Background: an optimization exercise with open tools, aiming at small area, a short achievable clock period and few clock cycles. Do not read the settings as production practice. Where RTL was checked, it was by simulation tests only, not by an equivalence proof against the original. Power is estimated from default activity; no workload was simulated.

## 06-06
## cache_ctrl
module cache_ctrl #(
   parameter int ADDR_W      = 10,
   parameter int NUM_BLOCKS  = 4,
   parameter int BLOCK_WORDS = 4,
   parameter int CNT_W       = 16
) (
   input  logic                      clk,
   input  logic                      rst_n,
   input  logic                      cpu_req_valid,
   output logic                      cpu_req_ready,
   input  logic                      cpu_we,
   input  logic [ADDR_W-1:0]         cpu_addr,
   input  logic [31:0]               cpu_wdata,
   output logic                      cpu_resp_valid,
   output logic [31:0]               cpu_rdata,
   output logic                      mem_req,
   output logic                      mem_we,
   output logic [ADDR_W-1:0]         mem_addr,
   output logic [32*BLOCK_WORDS-1:0] mem_wdata,
   input  logic [32*BLOCK_WORDS-1:0] mem_rdata,
   input  logic                      mem_done,
   output logic [CNT_W-1:0]          hit_cnt,
   output logic [CNT_W-1:0]          miss_cnt
);
==> flow/config.mk <==
export PLATFORM = sky130hd
export DESIGN_NAME = cache_ctrl
export DESIGN_NICKNAME = cache_ctrl
export VERILOG_FILES = /design/flow/design.v
export SDC_FILE = /design/flow/constraint.sdc
export NUM_CORES = 4
export LEC_CHECK = 0
export CAP_MARGIN = 20
export CORE_MARGIN = 2
export CORE_UTILIZATION = 60
export CTS_CLUSTER_DIAMETER = 100
export CTS_CLUSTER_SIZE = 24
export SETUP_SLACK_MARGIN = 1.9
export SLEW_MARGIN = 20
==> flow/constraint.sdc <==
create_clock -name core_clock -period 4.0 [get_ports {clk}]
set_input_delay 0.8000 -clock core_clock [delete_from_list [all_inputs] [get_ports {clk}]]
set_output_delay 0.8000 -clock core_clock [all_outputs]
set_load 0.01 [all_outputs]
standard.sh (not shown) runs the stock make flow with config.mk's settings and CLKGATE_MAP_FILE= SYNTH_SCRIPT=/design/flow/synth_recipe.tcl, a recipe that flattens the netlist after the stock synthesis.
==> flow/flow/run.sh <==
#!/bin/bash
# Standard ORFS layout with two changes to how it is made:
#  * the resizer may swap cells across footprints (MATCH_CELL_FOOTPRINT=0);
#  * while the ports are buffered (global placement), delay cells are
#    don't-use, so the port buffers are plain buffers.
set -euo pipefail
here=$(pwd)
bash standard.sh synth > synth.log 2>&1
bash standard.sh PRE_GLOBAL_PLACE_TCL="$here/flow/gp_pre.tcl" MATCH_CELL_FOOTPRINT=0 finish > layout.log 2>&1
==> flow/flow/gp_pre.tcl <==
# Keep delay cells out of the port buffers inserted in this step.
set_dont_use [get_lib_cells {sky130_fd_sc_hd__clkdlybuf4s* sky130_fd_sc_hd__dlygate* sky130_fd_sc_hd__dlymetal*}]
Testbench counts of 06-06, summed over its fixed seeds: cycles 33,730.
Setup changes, 06-06 to 09-23
--- a/flow/design.v
+++ b/flow/design.v
@@ -29,20 +29,21 @@
    logic [TAG_W-1:0]      tag_arr  [NUM_BLOCKS];
    logic [LINE_W-1:0]     data_arr [NUM_BLOCKS];
    logic             r_v;
    logic             r_hit;
    logic [TAG_W-1:0] r_tag;
    logic [1:0]       r_idx;
    logic [1:0]       r_word;
    logic             r_we;
    logic [31:0]      r_wdata;
    logic             rd_q;
+   logic             rdy;
    logic [TAG_W-1:0] mem_tag;
    logic [LINE_W-1:0] line_buf;
    logic [NUM_BLOCKS-1:0]  fill_q;                 
    logic [BLOCK_WORDS-1:0] wsel_q;                 
    logic [BLOCK_WORDS-1:0] commit_q;               
    logic [NUM_BLOCKS-1:0]  ridx_q;                 
    logic [TAG_W-1:0] in_tag;
    logic [1:0]       in_idx;
    logic [1:0]       in_word;
    logic             in_hit;
@@ -53,21 +54,21 @@
    logic             acc_miss;
    logic             unused_addr_bits;
    assign unused_addr_bits = ^cpu_addr[1:0];
    assign in_tag  = cpu_addr[ADDR_W-1:6];
    assign in_idx  = cpu_addr[5:4];
    assign in_word = cpu_addr[3:2];
    assign in_hit          = valid_arr[in_idx] && (tag_arr[in_idx] == in_tag);
    assign in_victim_dirty = valid_arr[in_idx] && dirty_arr[in_idx];
    assign rd_done = rd_q && mem_done;
    assign wb_done = mem_we && mem_done;
-   assign cpu_req_ready = !mem_req || rd_done;
+   assign cpu_req_ready = rdy || rd_done;
    assign accept        = cpu_req_valid && cpu_req_ready;
    assign acc_miss      = accept && !in_hit;
    assign mem_addr  = {mem_tag, r_idx, 4'h0};
    assign mem_wdata = line_buf;
    logic       n_rd;
    logic [1:0] n_idx;
    logic [1:0] n_word;
    logic       n_we;
    logic       n_commit;
    logic       n_fill;
@@ -77,44 +78,47 @@
       if (rd_done) n_rd = 1'b0;
       if (acc_miss) n_rd = !in_victim_dirty;
       n_idx    = accept ? in_idx  : r_idx;
       n_word   = accept ? in_word : r_word;
       n_we     = accept ? cpu_we  : r_we;
       n_commit = accept && in_hit && cpu_we;
       n_fill   = rd_q && !rd_done;
    end
    always_ff @(posedge clk or negedge rst_n) begin
       if (!rst_n) begin
+         rdy            <= 1'b1;
          r_v            <= 1'b0;
          mem_req        <= 1'b0;
          mem_we         <= 1'b0;
          rd_q           <= 1'b0;
          cpu_resp_valid <= 1'b0;
          valid_arr      <= '0;
          dirty_arr      <= '0;
          hit_cnt        <= '0;
          miss_cnt       <= '0;
       end else begin
          r_v            <= accept;
          cpu_resp_valid <= (r_v && r_hit) || rd_done;
          rd_q           <= n_rd;
          if (wb_done) mem_we <= 1'b0;
          if (rd_done) begin
             mem_req <= 1'b0;
+            rdy     <= 1'b1;
          end
          if (r_v && !r_hit) dirty_arr[r_idx] <= r_we;
          if (accept) begin
             valid_arr[in_idx] <= 1'b1;
             if (cpu_we) dirty_arr[in_idx] <= 1'b1;
             if (!in_hit) begin
                mem_req <= 1'b1;
                mem_we  <= in_victim_dirty;
+               rdy     <= 1'b0;
             end
          end
          if (r_v) begin
             if (r_hit) begin
                if (hit_cnt != {CNT_W{1'b1}}) hit_cnt <= hit_cnt + CNT_W'(1);
             end else begin
                if (miss_cnt != {CNT_W{1'b1}}) miss_cnt <= miss_cnt + CNT_W'(1);
             end
          end
       end
--- outcome ---
- 09-23 gives less initial core utilization than 06-06 did.
- Final non-filler cell total for 09-23: 10 down relative to 06-06
- 09-23 against 06-06: global routing usage on met2 picked up an extra 2.1 points, clock tree buffer count of the final layout lost 1.4%.
- Comparing 09-23 and 06-06, the higher mux cell area share after synthesis is on 06-06.
- Compared with 06-06, 09-23 shows worst endpoint required time lower by 1.29 ns.
- Run comparison: 09-23 launching instance or port of the critical path rdy$_DFF_PN1_; 06-06 launching instance or port of the critical path ridx_q[3]$_DFF_P_
- Looking at 09-23 and 06-06, the cell area after layout is a wash.
- Between 09-23 and 06-06, the difference in fraction of the mapped netlist area in simple logic gates is negligible.
- 06-06 → 09-23: final period demand of the worst path now sits higher; area used by sequential logic in the layout neither gained nor lost much; total power has decreased; slack of the critical path now smaller.
- In the tables for 09-23 and 06-06, non-clock buffer count reads higher with 06-06.
- Of 09-23 and 06-06, 06-06 shows the lower routed wire length per instance, with 09-23 above it.
Testbench counts of 09-23, summed over its fixed seeds: cycles 33,730.

* * *

Another version of the RTL of cache_ctrl (not shown whole).
For scale: roughly 780 flip-flops, about 380 I/O pins, ~30000 sq um of cells after synthesis.
==> module cache_ctrl, before the edit <==
module cache_ctrl #(
   parameter int ADDR_W      = 10,
   parameter int NUM_BLOCKS  = 4,
   parameter int BLOCK_WORDS = 4,
   parameter int CNT_W       = 16
) (
   input  logic                      clk,
   input  logic                      rst_n,
   input  logic                      cpu_req_valid,
   output logic                      cpu_req_ready,
   input  logic                      cpu_we,
   input  logic [ADDR_W-1:0]         cpu_addr,
   input  logic [31:0]               cpu_wdata,
   output logic                      cpu_resp_valid,
   output logic [31:0]               cpu_rdata,
   output logic                      mem_req,
   output logic                      mem_we,
   output logic [ADDR_W-1:0]         mem_addr,
   output logic [32*BLOCK_WORDS-1:0] mem_wdata,
   input  logic [32*BLOCK_WORDS-1:0] mem_rdata,
   input  logic                      mem_done,
   output logic [CNT_W-1:0]          hit_cnt,
   output logic [CNT_W-1:0]          miss_cnt
);
   localparam int TAG_W  = ADDR_W - 6;
   localparam int LINE_W = 32 * BLOCK_WORDS;
   logic [NUM_BLOCKS-1:0] valid_arr;
   logic [NUM_BLOCKS-1:0] dirty_arr;
   logic [TAG_W-1:0]      tag_arr  [NUM_BLOCKS];
   logic [LINE_W-1:0]     data_arr [NUM_BLOCKS];
   logic             r_v;
   logic             r_hit;
   logic [TAG_W-1:0] r_tag;
   logic [1:0]       r_idx;
   logic [1:0]       r_word;
   logic             r_we;
   logic [31:0]      r_wdata;
   logic             rd_q;
   logic             rdy;
   logic             resp_hit;
   logic [TAG_W-1:0] mem_tag;
   logic [1:0]       mem_idx;
   logic [LINE_W-1:0] line_buf;
   logic [BLOCK_WORDS-1:0] wen_q  [NUM_BLOCKS];   
   logic [BLOCK_WORDS-1:0] wsel_q;                 
   logic [BLOCK_WORDS-1:0] commit_q;               
   logic [NUM_BLOCKS-1:0]  ridx_q;                 
   logic [TAG_W-1:0] in_tag;
   logic [1:0]       in_idx;
   logic [1:0]       in_word;
   logic             in_hit;
   logic             in_victim_dirty;
   logic             rd_done;
   logic             wb_done;
   logic             accept;
   logic             acc_miss;
   logic             unused_addr_bits;
   assign unused_addr_bits = ^cpu_addr[1:0];
   assign in_tag  = cpu_addr[ADDR_W-1:6];
   assign in_idx  = cpu_addr[5:4];
   assign in_word = cpu_addr[3:2];
   assign in_hit          = valid_arr[in_idx] && (tag_arr[in_idx] == in_tag);
   assign in_victim_dirty = valid_arr[in_idx] && dirty_arr[in_idx];
   assign rd_done = rd_q && mem_done;
   assign wb_done = mem_we && mem_done;
   assign cpu_req_ready = rdy || rd_done;
   assign accept        = cpu_req_valid && cpu_req_ready;
   assign acc_miss      = accept && !in_hit;
   assign mem_addr  = {mem_tag, mem_idx, 4'h0};
   assign mem_wdata = line_buf;
   logic       n_rd;
   logic [1:0] n_idx;
   logic [1:0] n_word;
   logic       n_we;
   logic       n_commit;
   always_comb begin
      n_rd = rd_q;
      if (wb_done) n_rd = 1'b1;
      if (rd_done) n_rd = 1'b0;
      if (acc_miss) n_rd = !in_victim_dirty;
      n_idx    = accept ? in_idx  : r_idx;
      n_word   = accept ? in_word : r_word;
      n_we     = accept ? cpu_we  : r_we;
      n_commit = accept && in_hit && cpu_we;
   end
   always_ff @(posedge clk or negedge rst_n) begin
      if (!rst_n) begin
         rdy            <= 1'b1;
         r_v            <= 1'b0;
         mem_req        <= 1'b0;
         mem_we         <= 1'b0;
         rd_q           <= 1'b0;
         resp_hit       <= 1'b0;
         valid_arr      <= '0;
         dirty_arr      <= '0;
         hit_cnt        <= '0;
         miss_cnt       <= '0;
      end else begin
         r_v            <= accept;
         resp_hit       <= accept && in_hit;
         rd_q           <= n_rd;
         if (wb_done) mem_we <= 1'b0;
         if (rd_done) begin
            mem_req <= 1'b0;
            rdy     <= 1'b1;
         end
         if (r_v && !r_hit) dirty_arr[r_idx] <= r_we;
         if (accept) begin
            valid_arr[in_idx] <= 1'b1;
            if (cpu_we) dirty_arr[in_idx] <= 1'b1;
            if (!in_hit) begin
               mem_req <= 1'b1;
               mem_we  <= in_victim_dirty;
               rdy     <= 1'b0;
            end
         end
         if (accept && in_hit && hit_cnt != {CNT_W{1'b1}}) hit_cnt <= hit_cnt + CNT_W'(1);
         if (r_v && !r_hit && miss_cnt != {CNT_W{1'b1}}) miss_cnt <= miss_cnt + CNT_W'(1);
      end
   end
   always_ff @(posedge clk) begin
      for (int w = 0; w < BLOCK_WORDS; w++) begin
         wsel_q[w]   <= n_rd && !(n_we && n_word == 2'(w));
         commit_q[w] <= n_commit && in_word == 2'(w);
         for (int l = 0; l < NUM_BLOCKS; l++) begin
            wen_q[l][w] <= (n_idx == 2'(l)) && (n_rd || (n_commit && in_word == 2'(w)));
         end
      end
      for (int l = 0; l < NUM_BLOCKS; l++) ridx_q[l] <= (n_idx == 2'(l));
   end
   always_ff @(posedge clk) begin
      if (accept) begin
         r_hit           <= in_hit;
         r_tag           <= in_tag;
         r_idx           <= in_idx;
         r_word          <= in_word;
         r_we            <= cpu_we;
         r_wdata         <= cpu_wdata;
         tag_arr[in_idx] <= in_tag;
         mem_tag         <= in_victim_dirty ? tag_arr[in_idx] : in_tag;
         if (!in_hit) mem_idx <= in_idx;
      end else if (wb_done) begin
         mem_tag <= r_tag;
      end
   end
   logic [31:0] wsrc [BLOCK_WORDS];
   always_comb begin
      for (int w = 0; w < BLOCK_WORDS; w++) begin
         wsrc[w] = wsel_q[w] ? mem_rdata[32*w +: 32] : r_wdata;
      end
   end
   always_ff @(posedge clk) begin
      for (int l = 0; l < NUM_BLOCKS; l++) begin
         for (int w = 0; w < BLOCK_WORDS; w++) begin
            if (wen_q[l][w]) data_arr[l][32*w +: 32] <= wsrc[w];
         end
      end
   end
   logic [NUM_BLOCKS-1:0]  lb_sel;
   logic [LINE_W-1:0]      lb_line;
   logic [BLOCK_WORDS-1:0] lb_byp;
   always_comb begin
      lb_line = '0;
      for (int l = 0; l < NUM_BLOCKS; l++) begin
         lb_sel[l] = mem_we ? ridx_q[l] : (in_idx == 2'(l));
         lb_line   = lb_line | ({LINE_W{lb_sel[l]}} & data_arr[l]);
      end
      for (int w = 0; w < BLOCK_WORDS; w++) begin
         lb_byp[w] = ridx_q[in_idx] && (rd_q || commit_q[w]);
      end
   end
   always_ff @(posedge clk) begin
      for (int w = 0; w < BLOCK_WORDS; w++) begin
         line_buf[32*w +: 32] <= lb_byp[w] ? wsrc[w] : lb_line[32*w +: 32];
      end
   end
   logic [BLOCK_WORDS-1:0] rword_q;
   logic [31:0]            rd_word;
   always_ff @(posedge clk) begin
      for (int w = 0; w < BLOCK_WORDS; w++) rword_q[w] <= (n_word == 2'(w));
   end
   always_comb begin
      rd_word = '0;
      for (int w = 0; w < BLOCK_WORDS; w++) begin
         rd_word = rd_word | ({32{rword_q[w] && !rd_q}} & line_buf[32*w +: 32])
                           | ({32{rword_q[w] &&  rd_q}} & mem_rdata[32*w +: 32]);
      end
   end
   assign cpu_rdata      = rd_word;
   assign cpu_resp_valid = resp_hit || rd_done;
endmodule
export LEC_CHECK = 0
export CAP_MARGIN = 20
export CORE_MARGIN = 2
export CORE_UTILIZATION = 60
export CTS_CLUSTER_DIAMETER = 100
export CTS_CLUSTER_SIZE = 24
export SETUP_SLACK_MARGIN = 1.75
export SLEW_MARGIN = 20
create_clock -name core_clock -period 4.0 [get_ports {clk}]
Scripts as last shown in full above: flow/flow/run.sh, flow/flow/gp_pre.tcl
The starting point produced a clean layout.
Change:
--- a/flow/design.v
+++ b/flow/design.v
@@ -37,7 +37,6 @@
    logic [31:0]      r_wdata;
    logic             rd_q;
    logic             rdy;
-   logic             resp_hit;
    logic [TAG_W-1:0] mem_tag;
    logic [1:0]       mem_idx;
    logic [LINE_W-1:0] line_buf;
@@ -90,14 +89,14 @@
          mem_req        <= 1'b0;
          mem_we         <= 1'b0;
          rd_q           <= 1'b0;
-         resp_hit       <= 1'b0;
+         cpu_resp_valid <= 1'b0;
          valid_arr      <= '0;
          dirty_arr      <= '0;
          hit_cnt        <= '0;
          miss_cnt       <= '0;
       end else begin
          r_v            <= accept;
-         resp_hit       <= accept && in_hit;
+         cpu_resp_valid <= (r_v && r_hit) || rd_done;
          rd_q           <= n_rd;
          if (wb_done) mem_we <= 1'b0;
          if (rd_done) begin
@@ -114,8 +113,13 @@
                rdy     <= 1'b0;
             end
          end
-         if (accept && in_hit && hit_cnt != {CNT_W{1'b1}}) hit_cnt <= hit_cnt + CNT_W'(1);
-         if (r_v && !r_hit && miss_cnt != {CNT_W{1'b1}}) miss_cnt <= miss_cnt + CNT_W'(1);
+         if (r_v) begin
+            if (r_hit) begin
+               if (hit_cnt != {CNT_W{1'b1}}) hit_cnt <= hit_cnt + CNT_W'(1);
+            end else begin
+               if (miss_cnt != {CNT_W{1'b1}}) miss_cnt <= miss_cnt + CNT_W'(1);
+            end
+         end
       end
    end
    always_ff @(posedge clk) begin
@@ -186,6 +190,7 @@
                            | ({32{rword_q[w] &&  rd_q}} & mem_rdata[32*w +: 32]);
       end
    end
-   assign cpu_rdata      = rd_word;
-   assign cpu_resp_valid = resp_hit || rd_done;
+   always_ff @(posedge clk) begin
+      cpu_rdata <= rd_word;
+   end
 endmodule
What happened:
- power went down by 39%
- clock power came out higher by about 2%
- first-iteration DRC count is lower by 1.7%
- sequential share of layout area is higher by 2.1 points
- non-clock buffer count falls by 29
- global-route usage shrinks by 0.21 points
- via count is higher by 1.3%
- die area goes up by 2.6%
- final area drops by 0.35%
- critical path depth shrinks by 3
- synthesized area increases by 2.6%
No run of this note included a check of the RTL's function; only the layout flow was run.

re-timing with driven ports:
The results above use ideal ports. As a check the final layouts listed here were re-extracted and re-timed, cells and wires unchanged.
Step 1 sets driving cells, clkbuf_16 on the clock port and buf_2 on the other inputs (assumed; they add their load-dependent delay and slew).
Step 2 adds t to the input delays and takes it off the output delays; t is the mean of the earliest and latest rising clock arrival at the registers after step 1. Input paths then give back, and output paths get back, about the clock's delay inside the block.
a / b / c = ideal / step 1 / step 2; a / b = the first two.
| run | shift t [ns] | slack for setup (ns) | worst hold slack (ns) | clock arrival spread, ns | slew at the worst register clock pin (ns) |
|---|---|---|---|---|---|
| 06-06 | 0.653 | 1.892 / 1.855 / 1.338 | 0.330 / 0.294 / 0.469 | 0.022 / 0.023 | 0.10 / 0.10 |
| 09-23 | 0.657 | 1.834 / 1.773 / 1.354 | 0.346 / 0.315 / 0.471 | 0.039 / 0.039 | 0.10 / 0.10 |
| the first run of note 2 | 0.651 | 0.743 / 0.682 / 1.112 | 0.351 / 0.317 / 0.474 | 0.025 / 0.025 | 0.10 / 0.10 |
| the second run of note 2 | 0.657 | 1.717 / 1.656 / 1.146 | 0.327 / 0.292 / 0.476 | 0.029 / 0.028 | 0.10 / 0.10 |
After both steps setup and hold are still met in every run listed. For the second run of note 2, which loses most, drivers alone change the setup slack by -0.061 ns; drivers and shift together by -0.571 ns.
